What follows belongs to an exercise in optimizing a design on an open flow for small area, a short achievable clock period and few clock cycles per item; a production flow would make more cautious choices. In this exercise RTL edits were held to simulation tests only and were not proved equivalent to the original. No activity file was given, so power comes from the tool's default toggle rates.

===== config.mk =====
export PLATFORM = sky130hd
export DESIGN_NAME = pipelined_prime_sieve
export DESIGN_NICKNAME = pipelined_prime_sieve
export VERILOG_FILES = /design/flow/design.v
export SDC_FILE = /design/flow/constraint.sdc
export NUM_CORES = 4
export LEC_CHECK = 0
export CAP_MARGIN = 20
export CORE_MARGIN = 2
export CORE_UTILIZATION = 45
export PLACE_DENSITY = 0.6
export SETUP_SLACK_MARGIN = 0.3
export SLEW_MARGIN = 20

===== constraint.sdc =====
create_clock -name core_clock -period 4.0 [get_ports {clk}]
set_input_delay 0.8000 -clock core_clock [delete_from_list [all_inputs] [get_ports {clk}]]
set_output_delay 0.8000 -clock core_clock [all_outputs]
set_load 0.01 [all_outputs]

===== design.v =====
module pipelined_prime_sieve #(
	parameter int VALUE_BITS = 16,
	parameter int NUM_STAGES = 64
) (
	input  logic                  clk,
	input  logic                  arst_n,
	input  logic                  in_valid,
	output logic                  in_ready,
	input  logic [VALUE_BITS-1:0] in_candidate,
	output logic                  out_valid,
	input  logic                  out_ready,
	output logic [VALUE_BITS-1:0] out_prime_value,
	output logic                  out_table_full
);
	localparam int W   = VALUE_BITS;
	localparam int P   = 8;                     
	localparam int G   = NUM_STAGES / P - 1;    
	localparam int R   = 3;                     
	localparam int CW  = $clog2(NUM_STAGES + 1);
	localparam int GW  = $clog2(G);
	localparam int NW  = 3;                     
	localparam int LW  = $clog2(P);
	localparam int SW  = $clog2(W);
	localparam int BW  = $clog2(W + 1);
	localparam int KW  = BW + 2;
	localparam int TB  = (G + 1) / 2;           
	localparam int TC  = 2;                     
	function automatic logic [SW-1:0] ctz(input logic [W-1:0] c);
		ctz = '0;
		for (int i = W - 1; i >= 0; i--)
			if (c[i]) ctz = SW'(i);
	endfunction
	function automatic logic [BW-1:0] bitlen(input logic [W-1:0] c);
		bitlen = '0;
		for (int i = 0; i < W; i++)
			if (c[i]) bitlen = BW'(i + 1);
	endfunction
	function automatic logic [KW-1:0] sizekey(input logic [W-1:0] c);
		logic [BW-1:0] bl;
		logic [W+1:0]  x;
		bl = bitlen(c);
		x  = {c, 2'b00} >> (bl - 1'b1);
		sizekey = {bl, x[1:0]};
	endfunction
	function automatic logic [NW-1:0] iters(input logic [KW-1:0] kc, input logic [KW-1:0] kd);
		logic [BW+1:0] k;
		k = (BW+2)'(kc[KW-1:2]) + (BW+2)'(W) + (BW+2)'(kc[1:0] >= kd[1:0]) - (BW+2)'(kd[KW-1:2]);
		iters = NW'((1 << NW) - 1);
		for (int n = (1 << NW) - 2; n >= 1; n--)
			if (k <= (BW+2)'(n * R + W))
				iters = NW'(n);
	endfunction
	function automatic logic [W-1:0] enc(input logic [W-1:0] c);
		logic [SW-1:0] s;
		logic [W-1:0]  dp;
		s  = ctz(c);
		dp = c >> s;
		if (c[0])
			enc = c;
		else
			enc = ({W{1'b1}} << (W + 1 - s)) | (dp & {{(W-1){1'b1}}, 1'b0});
	endfunction
	logic          ib_v, ib_drop;
	logic [W-1:0]  ib_c;
	logic [KW-1:0] ib_key;
	logic          ib_p2;
	logic          p2v;
	logic [W-1:0]  p2m;
	logic [W-1:1]  head_dp [P];
	logic [SW-1:0] head_s [P];
	logic [P*W-1:0] ring [G];
	logic [KW-1:0] gbl [G];
	logic [KW-1:0] gbl_h;
	logic [GW-1:0] rot;
	logic [1:0]    tapb;        
	logic [1:0]    tapb_q;      
	logic [GW-1:0] gsel_q;      
	logic [NW-1:0] nitr;        
	logic [CW-1:0] used;
	logic          h_v, h_pass, h_done;
	logic [W-1:0]  h_c;
	logic [KW-1:0] h_key;
	logic [KW-1:0] h_gb;
	logic [W-1:0]  h_enc;
	logic          h_p2;
	logic          l_v, l_done, l_full;
	logic [W-1:0]  l_c;
	logic [KW-1:0] l_key;
	logic [KW-1:0] l_gb;
	logic          l_p2;
	logic [W-1:0]  l_enc;
	logic [G-1:0]  visited;
	logic          wrote;
	logic [NW-1:0] nit;
	logic [NW-1:0] it;
	logic          itv;
	logic          own_l;
	logic          ck_v;
	logic          ck_l;
	logic          selh;
	logic [W-1:0]  ls [P];
	logic [W-1:0]  lc [P];
	logic [P-1:0]  lb;
	logic [W-1:1]  dq [P];
	logic [W-1:1]  dfirst [P];
	logic          itd;         
	logic [W-1:0]  cs;
	logic [P-1:0]  mokn;
	logic [P-1:0]  mok;
	logic [P-1:0]  vmask;
	logic          out_v;
	logic [W-1:0]  out_val;
	logic          out_full;
	assign out_valid       = out_v;
	assign out_prime_value = out_val;
	assign out_table_full  = out_full;
	logic          full, lapneed;
	logic [G-1:0]  ne;
	logic          take, start_r, start_b, last_iter;
	logic          hit, hit_h, hit_l, miss_h, surv_h, surv_l, done_l, kill;
	logic          move;
	logic          out_free, emit_l, emit_h;
	logic [NW-1:0] nit_src;
	logic [P-1:0]  lane_hit;
	logic [P-1:0]  vmask_src;
	logic [GW:0]   tg;
	logic [LW-1:0] tl;
	logic          wr_en;
	logic          cm_v, cm_ring, cm_p2;
	logic [KW-1:0] cm_gb;
	logic [W-1:0]  cm_c;
	assign full    = (used >= CW'(NUM_STAGES));
	assign lapneed = (used >= CW'(P));
	always_comb
		for (int g = 0; g < G; g++)
			ne[g] = (CW'(P * (g + 1)) < used);
	assign take    = !itv && selh && !h_v && ib_v && !ib_drop;
	logic [GW-1:0] gsel;
	function automatic logic [GW-1:0] gadd(input logic [GW-1:0] r, input int o);
		logic [GW+1:0] x;
		x = (GW+2)'(r) + (GW+2)'(o % G);
		if (x >= (GW+2)'(G))
			x = x - (GW+2)'(G);
		gadd = GW'(x);
	endfunction
	assign gsel    = (tapb == 2'd1) ? gadd(rot, TB) : (tapb == 2'd2) ? gadd(rot, TC) : rot;
	assign start_r = !itv && !take && l_v && !l_done && ne[gsel] && !visited[gsel];
	assign start_b = take || start_r;
	assign nit_src   = take ? ((used == '0) ? NW'(1) : iters(ib_key, gbl_h)) : nitr;
	assign last_iter = itv ? (it == nit - 1'b1) : (nit_src == NW'(1));
	assign hit    = ck_v && |lane_hit;
	assign hit_h  = hit && !ck_l;
	assign hit_l  = hit && ck_l;
	assign miss_h = ck_v && !ck_l && !hit;
	assign surv_h = miss_h && !lapneed;
	assign done_l = l_v && !l_done && !(itv && own_l) && !start_r
	                && ~|(ne & ~visited) && (full || wrote);
	assign surv_l = done_l && !hit_l;
	assign kill   = hit_l && start_r;
	assign move = lapneed && !l_v && h_v && !h_done
	              && (h_pass || (itv && !own_l && last_iter));
	assign out_free = !out_v || out_ready;
	assign emit_l   = out_free && ((l_v && l_done) || surv_l);
	assign emit_h   = out_free && ((h_v && h_done) || surv_h);
	assign in_ready = !ib_v || ib_drop || take;
	assign tg    = (GW + 1)'(used / CW'(P)) - 1'b1;
	assign tl    = LW'(used % CW'(P));
	assign wr_en = l_v && lapneed && !full && (tg == {1'b0, rot});
	always_comb begin
		for (int l = 0; l < P; l++) begin
			if (selh)
				vmask_src[l] = (CW'(l) < used);
			else
				vmask_src[l] = (CW'(P) + CW'(gsel) * CW'(P) + CW'(l) < used);
		end
	end
	logic          h_v_next, l_v_next;
	logic          ib_v_next, ib_drop_next;
	logic [W-1:0]  ib_c_next, l_c_next;
	logic          accept;
	assign accept       = in_valid && in_ready;
	assign ib_v_next    = accept || (ib_v && !ib_drop && !take);
	assign ib_drop_next = accept ? ((in_candidate < W'(2)) || (p2v && ~|(in_candidate & p2m))) : ib_drop;
	assign ib_c_next    = accept ? in_candidate : ib_c;
	assign h_v_next     = take || (h_v && !hit_h && !move && !emit_h);
	logic          h_v_pred, selh_next;
	assign h_v_pred     = take || (h_v && !move);
	assign selh_next    = !h_v_pred && ib_v_next && !ib_drop_next;
	assign l_v_next     = move || (l_v && !hit_l && !emit_l);
	assign l_c_next     = move ? h_c : l_c;
	logic [GW-1:0] ga2, gb2;
	logic [G-1:0]  need;
	logic [1:0]    tapb_next, tapb_n2;
	logic [GW-1:0] gc2;
	assign gc2 = gadd(rot, TC + 2);
	logic [GW-1:0] gsel_next, gsel_n2;
	assign ga2 = (rot >= GW'(G - 2)) ? rot + GW'(2) - GW'(G) : rot + GW'(2);
	assign gb2 = (rot >= GW'(G - 2 - TB)) ? rot + GW'(TB + 2) - GW'(G) : rot + GW'(TB + 2);
	assign need    = ne & ~(move ? '0 : visited);
	assign tapb_n2 = need[ga2] ? 2'd0 : need[gb2] ? 2'd1 : need[gc2] ? 2'd2 : 2'd0;
	assign gsel_n2 = (tapb_n2 == 2'd1) ? gb2 : (tapb_n2 == 2'd2) ? gc2 : ga2;
	assign tapb_next = tapb_q;
	assign gsel_next = gsel_q;
	logic [W-1:1] hw_dp;
	assign hw_dp = W'((ib_c >> ctz(ib_c)) >> 1);
	logic itv_next;
	always_comb begin
		itv_next = itv;
		if (start_b)
			itv_next = !last_iter && !kill;
		else if (itv)
			itv_next = !last_iter;
	end
	for (genvar l = 0; l < P; l++) begin : g_lane
		logic [W-1:0] x;
		logic [W:0]   pre;
		logic [W-1:0] dpd, mask, mask_h, dp;
		logic [W-1:1] dsrc;
		logic [W-1:0] s, c;
		logic         b;
		logic [W+1:0] ka, xa, ya, sa, ca;
		assign x = (tapb_next == 2'd1) ? ring[TB + 1][l*W +: W] : (tapb_next == 2'd2) ? ring[TC + 1][l*W +: W] : ring[1][l*W +: W];
		always_comb begin
			pre[W] = 1'b1;
			for (int i = W - 1; i >= 1; i--)
				pre[i] = pre[i + 1] & x[i];
			pre[0] = 1'b0;
			dpd[0] = 1'b1;
			for (int i = 1; i < W; i++)
				dpd[i] = x[i] & (x[0] | ~pre[i + 1]);
			for (int j = 0; j < W; j++)
				mask[j] = ~x[0] & pre[W - j];
			for (int j = 0; j < W; j++)
				mask_h[j] = (SW'(j) < head_s[l]);
		end
		logic [W-1:1] head_dp_next;
		assign head_dp_next = (take && !lapneed && used[LW-1:0] == LW'(l)) ? hw_dp : head_dp[l];
		assign dsrc = dfirst[l];
		assign dp   = {itd ? dq[l] : dfirst[l], 1'b1};
		logic [W-1:0] dqp, dfp;
		assign dqp = {dq[l], 1'b1};
		assign dfp = {dfirst[l], 1'b1};
		always_comb begin
			logic [W-1:0] dd, u, v;
			logic e;
			logic [W-1:0] sa0, ca0, sb0, cb0;
			logic         ba0, bb0;
			e   = ls[l][1] ^ lc[l][1] ^ (ls[l][0] | lc[l][0]);
			dd  = lb[l] ? dqp : '0;
			u   = ls[l] ^ lc[l] ^ dd;
			v   = (ls[l] & lc[l]) | (ls[l] & dd) | (lc[l] & dd);
			sa0 = u >> 1;
			ca0 = v;
			ba0 = lb[l] ? (e ^ dqp[1]) : e;
			e   = cs[1] ^ cs[0];
			dd  = cs[0] ? dfp : '0;
			u   = cs ^ dd;
			v   = cs & dd;
			sb0 = u >> 1;
			cb0 = v;
			bb0 = cs[0] ? (e ^ dfp[1]) : e;
			s = itd ? sa0 : sb0;
			c = itd ? ca0 : cb0;
			b = itd ? ba0 : bb0;
			for (int k = 1; k < R; k++) begin
				e  = s[1] ^ c[1] ^ (s[0] | c[0]);
				dd = b ? dp : '0;
				u  = s ^ c ^ dd;
				v  = (s & c) | (s & dd) | (c & dd);
				s  = u >> 1;
				c  = v;
				b  = b ? (e ^ dp[1]) : e;
			end
		end
		always_ff @(posedge clk) begin
			ls[l]   <= s;
			lc[l]   <= c;
			lb[l]   <= b;
			dfirst[l] <= selh_next ? head_dp_next : dpd[W-1:1];
			mokn[l] <= ~|(l_c_next & mask);
			if (!itd) begin
				dq[l]    <= dsrc;
				mok[l]   <= selh ? ~|(cs & mask_h) : mokn[l];
				vmask[l] <= vmask_src[l];
			end
		end
		assign sa = {2'b0, ls[l]};
		assign ca = {2'b0, lc[l]};
		assign ka = ~{2'b0, dq[l], 1'b1};
		assign xa = sa ^ ca ^ ka;
		assign ya = ((sa & ca) | (sa & ka) | (ca & ka)) << 1;
		assign lane_hit[l] = vmask[l] & mok[l] & ((dq[l] == '0) | (&(xa ^ ya)));
	end
	always_ff @(posedge clk) begin
		for (int g = 0; g < G - 1; g++)
			ring[g] <= ring[g + 1];
		for (int l = 0; l < P; l++)
			ring[G - 1][l*W +: W] <= (wr_en && tl == LW'(l)) ? l_enc : ring[0][l*W +: W];
		if (cm_v && cm_ring)
			gbl[tg[GW-1:0]] <= cm_gb;
		if (cm_v && !cm_ring)
			gbl_h <= cm_gb;
		if (take && !lapneed) begin
			head_dp[used[LW-1:0]] <= hw_dp;
			head_s[used[LW-1:0]]  <= ctz(ib_c);
		end
	end
	always_ff @(posedge clk) begin
		selh <= selh_next;
		itd  <= itv_next;
		tapb   <= tapb_next;
		tapb_q <= tapb_n2;
		gsel_q <= gsel_n2;
		nitr   <= iters(move ? h_key : l_key,
		                (cm_v && cm_ring && tg[GW-1:0] == gsel_next) ? cm_gb : gbl[gsel_next]);
		cs   <= (!h_v_pred && ib_v_next && !ib_drop_next) ? ib_c_next : l_c_next;
		if (accept) begin
			ib_c   <= in_candidate;
			ib_p2  <= (in_candidate & (in_candidate - 1'b1)) == '0;
			ib_key <= sizekey(in_candidate);
		end
		if (take) begin
			h_c   <= ib_c;
			h_key <= ib_key;
			h_gb  <= ib_p2 ? {BW'(W), 2'b11} : {ib_key[KW-1:2] - BW'(ctz(ib_c)), ib_key[1:0]};
			h_enc <= enc(ib_c);
			h_p2  <= ib_p2;
		end
		if (move) begin
			l_c   <= h_c;
			l_key <= h_key;
			l_gb  <= h_gb;
			l_p2  <= h_p2;
			l_enc <= h_enc;
		end
		if (!l_done)
			l_full <= full;
		cm_ring <= l_v;
		cm_gb   <= l_v ? ((tl == '0 || l_gb < gbl[tg[GW-1:0]]) ? l_gb : gbl[tg[GW-1:0]])
		               : ((used == '0 || h_gb < gbl_h) ? h_gb : gbl_h);
		cm_p2   <= l_v ? l_p2 : h_p2;
		cm_c    <= l_v ? l_c : h_c;
		if (out_free) begin
			out_val  <= l_v ? l_c : h_c;
			out_full <= l_v && (l_done ? l_full : full);
		end
	end
	always_ff @(posedge clk or negedge arst_n) begin
		if (!arst_n) begin
			ib_v    <= 1'b0;
			ib_drop <= 1'b0;
			p2v     <= 1'b0;
			rot     <= '0;
			used    <= '0;
			h_v     <= 1'b0;
			h_pass  <= 1'b0;
			h_done  <= 1'b0;
			l_v     <= 1'b0;
			l_done  <= 1'b0;
			itv     <= 1'b0;
			ck_v    <= 1'b0;
			cm_v    <= 1'b0;
			out_v   <= 1'b0;
		end else begin
			ib_v    <= ib_v_next;
			ib_drop <= ib_drop_next;
			rot <= (rot == GW'(G - 1)) ? '0 : rot + 1'b1;
			itv <= itv_next;
			if (start_b) begin
				it    <= NW'(1);
				nit   <= nit_src;
				own_l <= !take;
			end else if (itv) begin
				it    <= it + 1'b1;
			end
			ck_v <= last_iter && (start_b || itv) && !kill;
			ck_l <= (start_b ? !take : own_l) || move;
			h_v <= h_v_next;
			if (take) begin
				h_pass <= 1'b0;
				h_done <= 1'b0;
			end else begin
				if (miss_h && lapneed)
					h_pass <= 1'b1;
				if (surv_h && !emit_h)
					h_done <= 1'b1;
			end
			l_v <= l_v_next;
			if (move) begin
				l_done  <= 1'b0;
				visited <= '0;
				wrote   <= 1'b0;
			end else begin
				if (surv_l && !emit_l)
					l_done <= 1'b1;
				if (start_r)
					visited[gsel] <= 1'b1;
				if (l_v && wr_en)
					wrote <= 1'b1;
			end
			cm_v <= (surv_l || surv_h) && !full;
			if (cm_v) begin
				used <= used + 1'b1;
				if (cm_p2) begin
					p2v <= 1'b1;
					p2m <= cm_c - 1'b1;
				end
			end
			if (out_free)
				out_v <= emit_l || emit_h;
		end
	end
endmodule

===== run.sh =====
#!/bin/bash
# synth_recipe.tcl (not shown) runs the flow's synth.tcl, then flattens the netlist and writes it again
# the make line also repeats each setting of config.mk as NAME=value (left out here)
make -C /OpenROAD-flow-scripts/flow DESIGN_CONFIG=/design/flow/config.mk WORK_HOME=/design/flow/orfs CLKGATE_MAP_FILE= SYNTH_SCRIPT=/design/flow/synth_recipe.tcl finish

==> results of run 1 <==
==> worst max-delay path by stage <==
| stage | depth (start not counted) | endpoint | slack, ns | startpoint |
|---|---|---|---|---|
| 2_1_floorplan | 22 | nitr[0] | -0.1 | used[4] |
| 3_3_place_gp | 18 | nitr[0] | -0.11 | used[3] |
| 3_5_place_dp | 18 | nitr[0] | -0.09 | used[3] |
| 4_1_cts | 21 | nitr[1] | 0.08 | used[3] |
| 5_1_grt | 21 | nitr[0] | -0.08 | used[4] |
| 6_report | 22 | nitr[2] | 0.11 | used[3] |
==> cells in the mapped netlist (14+ instances only) <==
master and n:
o221ai_1 27, dfrtp_1 22, inv_1 459, clkbuf_1 193, ha_1 268, nand3_1 52
mux2_2 447, a21oi_1 248, and3_1 21, o21a_1 18, nor4_1 65, fa_1 452
xor2_1 96, o22a_1 19, mux2i_1 277, xnor2_1 130, nand2b_1 57, or3b_2 19
nand2_1 235, dfxtp_1 1493, nand4_1 35, a21o_1 36, mux4_2 14, o22ai_1 39
edfxtp_1 352, buf_1 23, o31ai_1 57, nor2_1 511, nor3_1 113, a31oi_1 23
and2_1 246, nor2b_1 62, o21ai_0 239, buf_2 27, nand3b_1 16, a211oi_1 60
==> cells by family (layout without fill, tap and decap cells) <==
| logic type | Yosys count | count (layout) | share of synthesized area |
|---|---|---|---|
| muxes | 739 | 739 | 0.1018 |
| xor gates and xnor gates | 228 | 228 | 0.02541 |
| adders and majority gates | 731 | 731 | 0.1566 |
| and+or+nand+nor | 1503 | 1503 | 0.09516 |
| buffers and inverters | 726 | 1180 | 0.03573 |
| other | 0 | 2 | 0 |
| AOI/OAI and AO/OA | 909 | 909 | 0.07205 |
| DFF | 1867 | 1867 | 0.5132 |
==> cells in the final DEF (no fill, tap or decap), drive strengths merged, types with 246 or more instances in the layout <==
cell type / count
nor2: 512
dfxtp: 1493
clkbuf: 279
buf: 320
edfxtp: 352
ha: 268
mux2i: 278
fa: 452
mux2: 447
o21ai: 249
a21oi: 248
inv: 467
and2: 246
==> where the power goes <==
part	switching [mW]	leakage, nW	total [mW]	internal [mW]
clock	7.80	3.27	18.7	10.9
combinational	1.01	19.7	1.45	0.442
sequential	0.0673	15.6	19.4	19.3
==> what timing repair did <==
action	4_1_cts	5_1_grt
hold endpoints to repair	0	0
buffers inserted	3	11
endpoints found under the setup margin	7	39
resized for setup	14	49
pin swaps	12	18
==> worst max-delay path, cell delays in order, from the launching register on <==
cell	delay [ns]
dfrtp_2	0.47
ha_4	0.16
or4b_4	0.48
a211oi_4	0.24
or2_4	0.17
nor2_4	0.05
inv_2	0.09
nand2_2	0.06
nand2_2	0.07
inv_2	0.04
ha_4	0.22
nand2b_4	0.12
a21o_1	0.18
ha_2	0.20
fa_2	0.40
a21oi_2	0.17
nor2_2	0.06
nor2_2	0.13
buf_6	0.12
xor2_4	0.17
nor2_1	0.06
nand2_1	0.06
nand2_1	0.04
==> metal layers <==
metal | track usage | wire length [um]
met5 | 0 | 13
met4 | 0.07287 | 6661
met3 | 0.03662 | 12850
met2 | 0.3777 | 98440
met1 | 0.3525 | 103600
==> cell type report <==
type                            instances  area (um^2)
Sequential cell                      1867        41030
Timing Repair Buffer                  359         3083
Inverter                              464         1765
Fill cell                           15380        84370
Tap cell                             2340         2928
Multi-Input combinational cell       4110        36410
Clock inverter                         79         1111
Antenna cell                            2        5.005
Clock buffer                          278         5604
==> state kept, by name (all words and copies together) (netlist names), 32 cells and up <==
| signal | cells |
|---|---|
| dfirst | 120 |
| dq | 120 |
| g_lane.sa | 120 |
| gbl | 49 |
| head_dp | 120 |
| head_s | 32 |
| lc | 128 |
| ring | 896 |
==> stage by stage <==
step                      total power, mW  instance area, um^2
after floorplan                     20.40                80070
after global placement              21.19                84830
after detailed placement            21.18                84830
after CTS                           39.80                91620
after global routing                40.63                91930
final                               39.54                91940
==> impl_metrics.json, run 1 <==
{
  "criticalPathCategory": "reg2reg",
  "synthCells": 6703,
  "die_area_um2": 180900,
  "clk_pin_slew_ns": 0.06,
  "r2r-end": "nitr[2]",
  "setup_violations": 0,
  "gr-total-overflow": 0,
  "avgSynthCellArea_um2": 11.92,
  "period_minus_slack_ns": 3.889,
  "clock_skew_ns": 0.06244,
  "synth_top_area_frac": 0.3741,
  "fin_cells": 9499,
  "synth_area_leader_cell": "dfxtp_1",
  "place_ws_ns": -0.08662,
  "r2r_cells": 22,
  "synth-edff-count": 352,
  "cts_hold_buf": 0,
  "nets": 7732,
  "dr.pass1.iters": 8,
  "dp_hpwl_um": 161700,
  "start_util": 0.4532,
  "coreArea_um2": 176300,
  "synth_area_leaders": "dfxtp_1 (37%), edfxtp_1 (13%), fa_1 (11%)",
  "critPathCaptureType": "register",
  "die_height_um": 425.4,
  "synth_top_flop_cell": "dfxtp_1",
  "tightest_slew_ns": 1.337,
  "rows": 154,
  "min_path_cells": 0,
  "r2r_start": "used[3]",
  "final_util": 0.5215,
  "maxCapViolations": 0,
  "cts_buffers": 190,
  "ys_ff_latch": 1867,
  "numPortBuffers": 38,
  "drt-wirelength-per-cell_um": 23.32,
  "htreeDepth": 4,
  "grt_pass1_vias": 51610,
  "ios": 39,
  "ys_types": 107,
  "grt_use_total": 0.2439,
  "grt_pass1_wl_um": 331800,
  "place_inst": 9125,
  "ant_nets": 0,
  "drive_gt1_frac": 0.1717,
  "hold_viol_final": 0,
  "slew_headroom": 0.09953,
  "routed_via_density": 5.375,
  "slew_viol_final": 0,
  "status": "complete, no violations",
  "holdCritStartpoint": "ring[2][24]",
  "vias": 51060,
  "grt_max_degree": 73,
  "route.detailed.drc": 0,
  "arrival_ns": 4.58,
  "place.gp.congestion": 0.9581,
  "drt_iter0_markers": 4090,
  "rsz0062_at_grt": "yes",
  "hp-class": "reg2reg",
  "power_density_nw_per_um2": 430.1,
  "clockBufferDepth": 3,
  "fmax_mhz": 257.1,
  "fin_tns_setup_ns": 0,
  "syn_nets": 7443,
  "ir_drop_mv": 0.3874,
  "whs_ns": 0.2965,
  "clk_latency_ns": 0.86,
  "fin_crit_sh": 0.9723,
  "crit_path_start_kind": "register",
  "root_buffer": "clkbuf_16",
  "async_flop_share": 0.01178,
  "area_delta_synth_final_pct": 15.06,
  "synth_area_um2": 79900,
  "min_to": "ring[1][24]",
  "routed_wl_um": 221500,
  "worstPathRequired_ns": 4.69,
  "antenna_found_initial": 5,
  "postLayoutSetupSlackWorst_ns": 0.1109,
  "cts.sink_count": 1867,
  "synth_seq_area_share": 0.5132,
  "die_x_um": 425.4,
  "critPathMaxFanout": 4,
  "cts_tree": "yes",
  "p_leak_nw": 38.55,
  "reg2reg_slack_ns": 0.11,
  "yosysWarnings": 6
}
Testbench counts, summed over its fixed seeds: cycles 21,346, items 6,467.
==> inputs of run 2 (changes only) <==
--- a/config.mk
+++ b/config.mk
@@ -6,4 +6,5 @@
 export NUM_CORES = 4
 export LEC_CHECK = 0
+export ABC_AREA = 1
 export CAP_MARGIN = 20
 export CORE_MARGIN = 2
==> run 2 against run 1 <==
Net effect: non-clock buffer count is 74 lower; still clean on timing, DRC and antenna; maximum frequency grew 6.4%; sequential cell count is the same; clock power about the same; combinational power grew to 23 times the previous value; hold slack lost 0.017 ns; largest cell class unchanged; largest power group is now combinational logic.
==> impl_metrics.json, run 2 <==
{
  "root_buffer": "clkbuf_16",
  "numPortBuffers": 38,
  "clk_pin_slew_ns": 0.06,
  "ir_drop_mv": 0.7097,
  "synthCells": 8383,
  "synth-edff-count": 352,
  "yosysWarnings": 6,
  "setup_violations": 0,
  "period_minus_slack_ns": 3.655,
  "gr-total-overflow": 0,
  "p_leak_nw": 41.60,
  "crit_path_start_kind": "register",
  "antenna_found_initial": 10,
  "coreArea_um2": 176100,
  "routed_via_density": 5.207,
  "layout_common_cells": "nand2_1 (2028), dfxtp_1 (1487), inv_1 (1014), nor2_1 (619), o21ai_0 (535)",
  "power_mw": 78.30,
  "ys_types": 72,
  "ant_nets": 0,
  "critPathCaptureType": "register",
  "htreeDepth": 4,
  "maxCapViolations": 0,
  "grt_pass1_vias": 57280,
  "dp_hpwl_um": 171400,
  "start_util": 0.4531,
  "top_regs": "ring (896), lc (128)",
  "die_x_um": 425.1,
  "drive_gt1_frac": 0.08568,
  "power_density_nw_per_um2": 861.3,
  "die_height_um": 425.1,
  "rsz0062_at_grt": "yes",
  "final_common_cell": "nand2_1",
  "ys_top_cells_by_count": "nand2_1 (2036), dfxtp_1 (1493), inv_1 (1023)",
  "synth_area_leaders": "dfxtp_1 (37%), edfxtp_1 (13%), fa_1 (11%)",
  "status": "complete, no violations",
  "drt_iter0_markers": 5036,
  "synth_top_flop_cell": "dfxtp_1",
  "avgSynthCellArea_um2": 9.518,
  "largest_register_ffs": 896,
  "grt_max_degree": 86,
  "synth_area_um2": 79790,
  "vias": 57780,
  "ys_ff_latch": 1867,
  "async_flop_share": 0.01178,
  "clk_latency_ns": 0.85,
  "hp-class": "reg2reg",
  "whs_ns": 0.2790,
  "rows": 154,
  "grt_use_total": 0.2600,
  "synth_seq_area_share": 0.5140,
  "cts_tree": "yes",
  "postLayoutSetupSlackWorst_ns": 0.3446,
  "nets": 9332,
  "fin_tns_setup_ns": 0,
  "fin_crit_sh": 0.9139,
  "synth_area_leader_cell": "dfxtp_1",
  "filler_cell_count": 15970,
  "worstPathRequired_ns": 4.75,
  "cts.sink_count": 1867,
  "drt-wirelength-per-cell_um": 21.17,
  "grt_pass1_wl_um": 355400,
  "criticalPathCategory": "reg2reg",
  "post-synth-top-count-cell": "nand2_1",
  "place_ws_ns": 0.09458,
  "hold_viol_final": 0,
  "tightest_slew_ns": 1.123,
  "slew_headroom": 0.2516,
  "area_delta_synth_final_pct": 13.93,
  "place.gp.congestion": 0.9519,
  "die_area_um2": 180700,
  "slew_viol_final": 0,
  "cts_buffers": 190,
  "arrival_ns": 4.40,
  "syn_nets": 9123,
  "routed_wl_um": 235000,
  "dr.pass1.iters": 6,
  "fmax_mhz": 273.6,
  "largest-register": "ring",
  "route.detailed.drc": 0,
  "ios": 39,
  "synth_top_area_frac": 0.3746,
  "clock_skew_ns": 0.08319,
  "clockBufferDepth": 3,
  "critPathMaxFanout": 5,
  "cts_hold_buf": 0
}
-- run 2: report_power, final --
part / switching (mW) / total [mW] / internal [mW]
clock network: 8.00 / 18.5 / 10.5
registers: 2.90 / 26.0 / 23.1
logic: 21.7 / 33.8 / 12.1
total: 32.6 / 78.3 / 45.7
-- run 2: what timing repair did --
item,in CTS,in global routing
resized for setup,18,40
pin swaps,17,14
buffers inserted,3,6
endpoints found under the setup margin,3,26
-- run 2: metal layers --
layer / track usage / part of all wire / up-vias
li1: - / - / 27300
met1: 0.3714 / 0.45 / 28070
met2: 0.4054 / 0.45 / 1991
met3: 0.03566 / 0.065 / 414
met4: 0.08966 / 0.036 / 4
met5: 0 / 0.000098 / -
-- run 2: worst paths after layout --
| path | start | to | slack, ns | depth (start not counted) |
|---|---|---|---|---|
| max | nit[0] | nitr[0] | 0.34 | 25 |
| min | ring[2][24] | ring[1][24] | 0.28 | 0 |
| max reg2reg | nit[0] | nitr[0] | 0.34 | 25 |
| min reg2reg | ring[2][24] | ring[1][24] | 0.28 | 0 |
| max in group asynchronous | arst_n | itv | 3.07 | 2 |
| min in group asynchronous | arst_n | l_v | 0.61 | 2 |
-- run 2: metrics by stage --
stage                       util  cell area (um^2)  cells
final                     0.5162             90910  11100
after detailed placement  0.4768             83980  10730
after CTS                 0.5148             90660  11090
after floorplan                -             79930   8383
after global placement    0.4768             83980  10730
after global routing      0.5161             90900  11090
-- run 2: critical path: stages, from the launching register on --
cell	delay, ns
edfxtp_1	0.40
inv_2	0.09
ha_4	0.20
xnor2_2	0.13
nor3_2	0.20
nand3_1	0.11
nand2_2	0.14
nand2_8	0.08
o21ai_2	0.13
inv_1	0.05
ha_1	0.28
o21ai_1	0.13
nand2_1	0.10
ha_4	0.18
fa_2	0.38
nand3_2	0.07
nand2_2	0.06
xor2_1	0.18
inv_2	0.08
buf_6	0.13
nor2_4	0.11
a21oi_2	0.08
inv_1	0.06
nand2_1	0.05
nand2_1	0.05
nand2_1	0.05
-- run 2: cell families after synthesis --
family,synth area share
adders and majority gates,0.1563
AOI/OAI and AO/OA,0.09139
and+or+nand+nor,0.1607
buffers and inverters,0.06469
xor gates and xnor gates,0.01273
DFF,0.5140
muxes,0.0002509
-- run 2: cell type report --
cell class	instances	area [um^2]	area share
flip-flops and latches	1867	41020	0.4513
multi-input cells	5192	33890	0.3728
clock buffers	255	5315	0.05847
inverters	1056	3999	0.04399
well taps	2340	2928	0.03221
repair buffers	285	2432	0.02676
clock inverters	98	1313	0.01444
diodes	4	10.01	0.0001101
==> inputs of run 3 (changes only) <==
--- a/config.mk
+++ b/config.mk
@@ -11,4 +11,4 @@
 export CORE_UTILIZATION = 45
 export PLACE_DENSITY = 0.6
-export SETUP_SLACK_MARGIN = 0.3
+export SETUP_SLACK_MARGIN = 0.5
 export SLEW_MARGIN = 20
==> run 3 against run 2 <==
Net effect: utilization up 0.14 points; cell count up 0.21%; sequential share of layout area down 0.12 points; setup slack worse by 0.041 ns; clock power about the same; global-route usage about the same; hold slack better by 0.011 ns; die area unchanged; non-clock buffer count up 19; clock skew down 0.032 ns; highest routed layer is now met4; via count about the same; combinational power up 1%.
==> impl_metrics.json, run 3 <==
{
  "largest_register_ffs": 896,
  "coreArea_um2": 176100,
  "antenna_found_initial": 9,
  "clk_latency_ns": 0.86,
  "p_leak_nw": 41.69,
  "worstPathRequired_ns": 4.80,
  "nets": 9352,
  "cts_tree": "yes",
  "drt-wirelength-per-cell_um": 21.24,
  "htreeDepth": 4,
  "synth_area_leaders": "dfxtp_1 (37%), edfxtp_1 (13%), fa_1 (11%)",
  "drt_iter0_markers": 5053,
  "avgSynthCellArea_um2": 9.518,
  "slowest_stage": "edfxtp_1",
  "power_density_nw_per_um2": 860.9,
  "die_x_um": 425.1,
  "r2r_cells": 24,
  "cts_hold_buf": 0,
  "fin_tns_setup_ns": 0,
  "top_regs": "ring (896), lc (128)",
  "setup_violations": 0,
  "clockBufferDepth": 3,
  "syn_nets": 9123,
  "slew_viol_final": 0,
  "fin_crit_sh": 0.9242,
  "cp_slowest_stage_delay_ns": 0.42,
  "synth_top_area_frac": 0.3746,
  "clk_pin_slew_ns": 0.06,
  "crit_path_start_kind": "register",
  "largest-register": "ring",
  "synthMuxAreaShare": 0.0002509,
  "ios": 39,
  "tightest_slew_ns": 0.9681,
  "clock_skew_ns": 0.05163,
  "ys_ff_latch": 1867,
  "root_buffer": "clkbuf_16",
  "cts.sink_count": 1867,
  "crit_chain": "inv_2 > ha_4 > xnor2_2 > nor3_2 > nand3_1 > nand2_2 > nand2_8 > o21ai_2 > inv_1 > ha_1 > o21ai_1 > nand2_1 > ha_4 > fa_2 > nand3_2 > nand2_2 > xor2_1 > inv_1 > nor3_2 > o21ai_1 > a22o_1 > nand2_1 > nand2_1 > nand2_1",
  "dp_hpwl_um": 171300,
  "r2r_start": "nit[0]",
  "routed_via_density": 5.191,
  "holdCritStartpoint": "ring[6][23]",
  "rows": 154,
  "cts_buffers": 191,
  "area_delta_synth_final_pct": 14.24,
  "die_height_um": 425.1,
  "crit_top_cell": "nand2_1",
  "synth_seq_area_share": 0.5140,
  "gr-total-overflow": 0,
  "die_area_um2": 180700,
  "maxCapViolations": 0,
  "grt_pass1_wl_um": 353800,
  "drive_gt1_frac": 0.09027,
  "final_common_cell": "nand2_1",
  "synth_top_family_by_area": "simple AND/OR/NAND/NOR gates",
  "synth_top_flop_cell": "dfxtp_1",
  "r2r-end": "nitr[0]",
  "postLayoutSetupSlackWorst_ns": 0.3032,
  "status": "complete, no violations",
  "synth-compound-area-share": 0.09139,
  "synth_area_um2": 79790,
  "hold_viol_final": 0,
  "place.gp.congestion": 0.9617,
  "place_ws_ns": 0.1813,
  "critPathCaptureType": "register",
  "post-synth-top-count-cell": "nand2_1",
  "ys_top_cells_by_count": "nand2_1 (2036), dfxtp_1 (1493), inv_1 (1023)",
  "yosys.area_share.simple": 0.1607,
  "async_flop_share": 0.01178,
  "layout_common_cells": "nand2_1 (2027), dfxtp_1 (1488), inv_1 (1010), nor2_1 (615), o21ai_0 (533)",
  "min_to": "ring[5][23]",
  "synth_xor_xnor_area_share": 0.01273,
  "synth-edff-count": 352,
  "synthCells": 8383,
  "criticalPathCategory": "reg2reg",
  "final_util": 0.5176,
  "placed_cell_area_um2": 83970,
  "critical_path.top_delay_family": "simple AND/OR/NAND/NOR gates",
  "hp-class": "reg2reg",
  "ant_nets": 0,
  "grt_use_total": 0.2596,
  "reg2reg_slack_ns": 0.30,
  "dr.pass1.iters": 6,
  "ys_types": 72,
  "period_minus_slack_ns": 3.697,
  "numPortBuffers": 38,
  "vias": 57720,
  "stdcell_area_um2": 91150,
  "synth_fa_ha_area_frac": 0.1563,
  "slew_headroom": 0.3539,
  "yosysWarnings": 6,
  "rsz0062_at_grt": "yes",
  "filler_cell_count": 16000,
  "routed_wl_um": 236200,
  "ir_drop_mv": 0.6500,
  "synth_area_leader_cell": "dfxtp_1",
  "critPathMaxFanout": 6,
  "min_path_cells": 0,
  "route.detailed.drc": 0,
  "arrival_ns": 4.50,
  "grt_max_degree": 92,
  "fmax_mhz": 270.5,
  "grt_pass1_vias": 56600,
  "path_buf_inv": 3,
  "start_util": 0.4531
}
run 3: cell count changes in the layout (fill, tap and decap cells not counted), sizes merged:
cell      change
clkinvlp      +6
clkinv        -4
bufinv        -4
clkbuf       +11
inv           -5
buf          +17
diode         +2
run 3: what timing repair did:
action	CTS	global route
buffers inserted	6	19
endpoints found under the hold margin	0	0
pin swaps	19	26
resized for setup	31	58
setup endpoints to repair	204	227
cloned	0	2
run 3: worst max-delay path by stage:
| stage | slack [ns] | depth (start not counted) | to | startpoint |
|---|---|---|---|---|
| floorplan | 0.03 | 30 | nitr[0] | used[3] |
| global placement | 0.11 | 27 | nitr[0] | used[3] |
| detailed placement | 0.18 | 27 | nitr[0] | used[3] |
| CTS | 0.35 | 25 | nitr[0] | nit[0] |
| global route | 0.06 | 24 | nitr[0] | nit[0] |
| finish | 0.30 | 24 | nitr[0] | nit[0] |
run 3: cells by family (layout without fill, tap and decap cells):
group	Yosys count	count (layout)
AO/OA/AOI/OAI	1193	1193
XOR/XNOR	116	116
adder cells (fa/ha/maj)	727	727
buffers and inverters	1324	1715
flip-flops	1867	1867
multiplexers	2	2
other	0	6
AND/OR/NAND/NOR	3154	3154
run 3: per-layer routing:
metal,GRT usage,share of wire
met3,0.03569,0.061
met1,0.3691,0.46
met2,0.4016,0.44
met4,0.1001,0.039
met5,0,0
run 3: stage by stage:
stage          hold slack, ns  power, mW  instances
2_1_floorplan          0.3096      47.55       8383
3_3_place_gp           0.3095      58.38      10730
3_5_place_dp           0.3121      59.60      10730
4_1_cts                0.2825      78.09      11090
5_1_grt                0.3006      84.30      11110
6_report               0.2896      78.48      11120
run 3: layout make-up:
type | count | area [um^2] | area share
clock inverter | 91 | 1122 | 0.01231
clock buffer | 264 | 5441 | 0.05970
antenna | 6 | 15.01 | 0.0001647
timing repair buffer | 304 | 2645 | 0.02902
sequential | 1867 | 41020 | 0.4500
tap | 2340 | 2928 | 0.03212
inverter | 1056 | 4021 | 0.04412
multi-input combinational | 5192 | 33960 | 0.3725
run 3: power by group:
group / switching [mW] / internal, mW
registers: 2.87 / 23.1
clock network: 7.93 / 10.4
logic: 21.9 / 12.3
run 3: worst register-to-register path, stage by stage, from the launching register on:
cell      delay [ns]
edfxtp_1        0.42
inv_2           0.09
ha_4            0.20
xnor2_2         0.13
nor3_2          0.18
nand3_1         0.14
nand2_2         0.14
nand2_8         0.08
o21ai_2         0.15
inv_1           0.06
ha_1            0.26
o21ai_1         0.12
nand2_1         0.10
ha_4            0.18
fa_2            0.38
nand3_2         0.08
nand2_2         0.06
xor2_1          0.15
inv_1           0.09
nor3_2          0.22
o21ai_1         0.09
a22o_1          0.18
nand2_1         0.06
nand2_1         0.05
nand2_1         0.06

[re-timing with driven ports]
How much do the figures lean on ideal ports? The routed layouts below were timed once more, with nothing changed but the port constraints.
Step 1 sets driving cells, clkbuf_16 on the clock port and buf_2 on the other inputs (assumed; they add their load-dependent delay and slew).
Step 2 times the ports against the registers' clock, not the clock port: input delays grow and output delays shrink by t, the midpoint of the rising clock arrivals with the driver on.
Three values: no drivers, after step 1, after step 2; two values: the first two.
run	t, ns	setup slack, ns	worst register clock-pin slew, ns
run 1	0.922	0.111 / 0.111 / 0.111	0.07 / 0.07
run 2	0.894	0.345 / 0.345 / 0.246	0.07 / 0.07
run 3	0.913	0.303 / 0.303 / 0.269	0.07 / 0.07
After both steps every run listed still meets setup and hold. For run 2, which loses most, drivers alone change the setup slack by 0.000 ns; drivers and shift together by -0.099 ns.
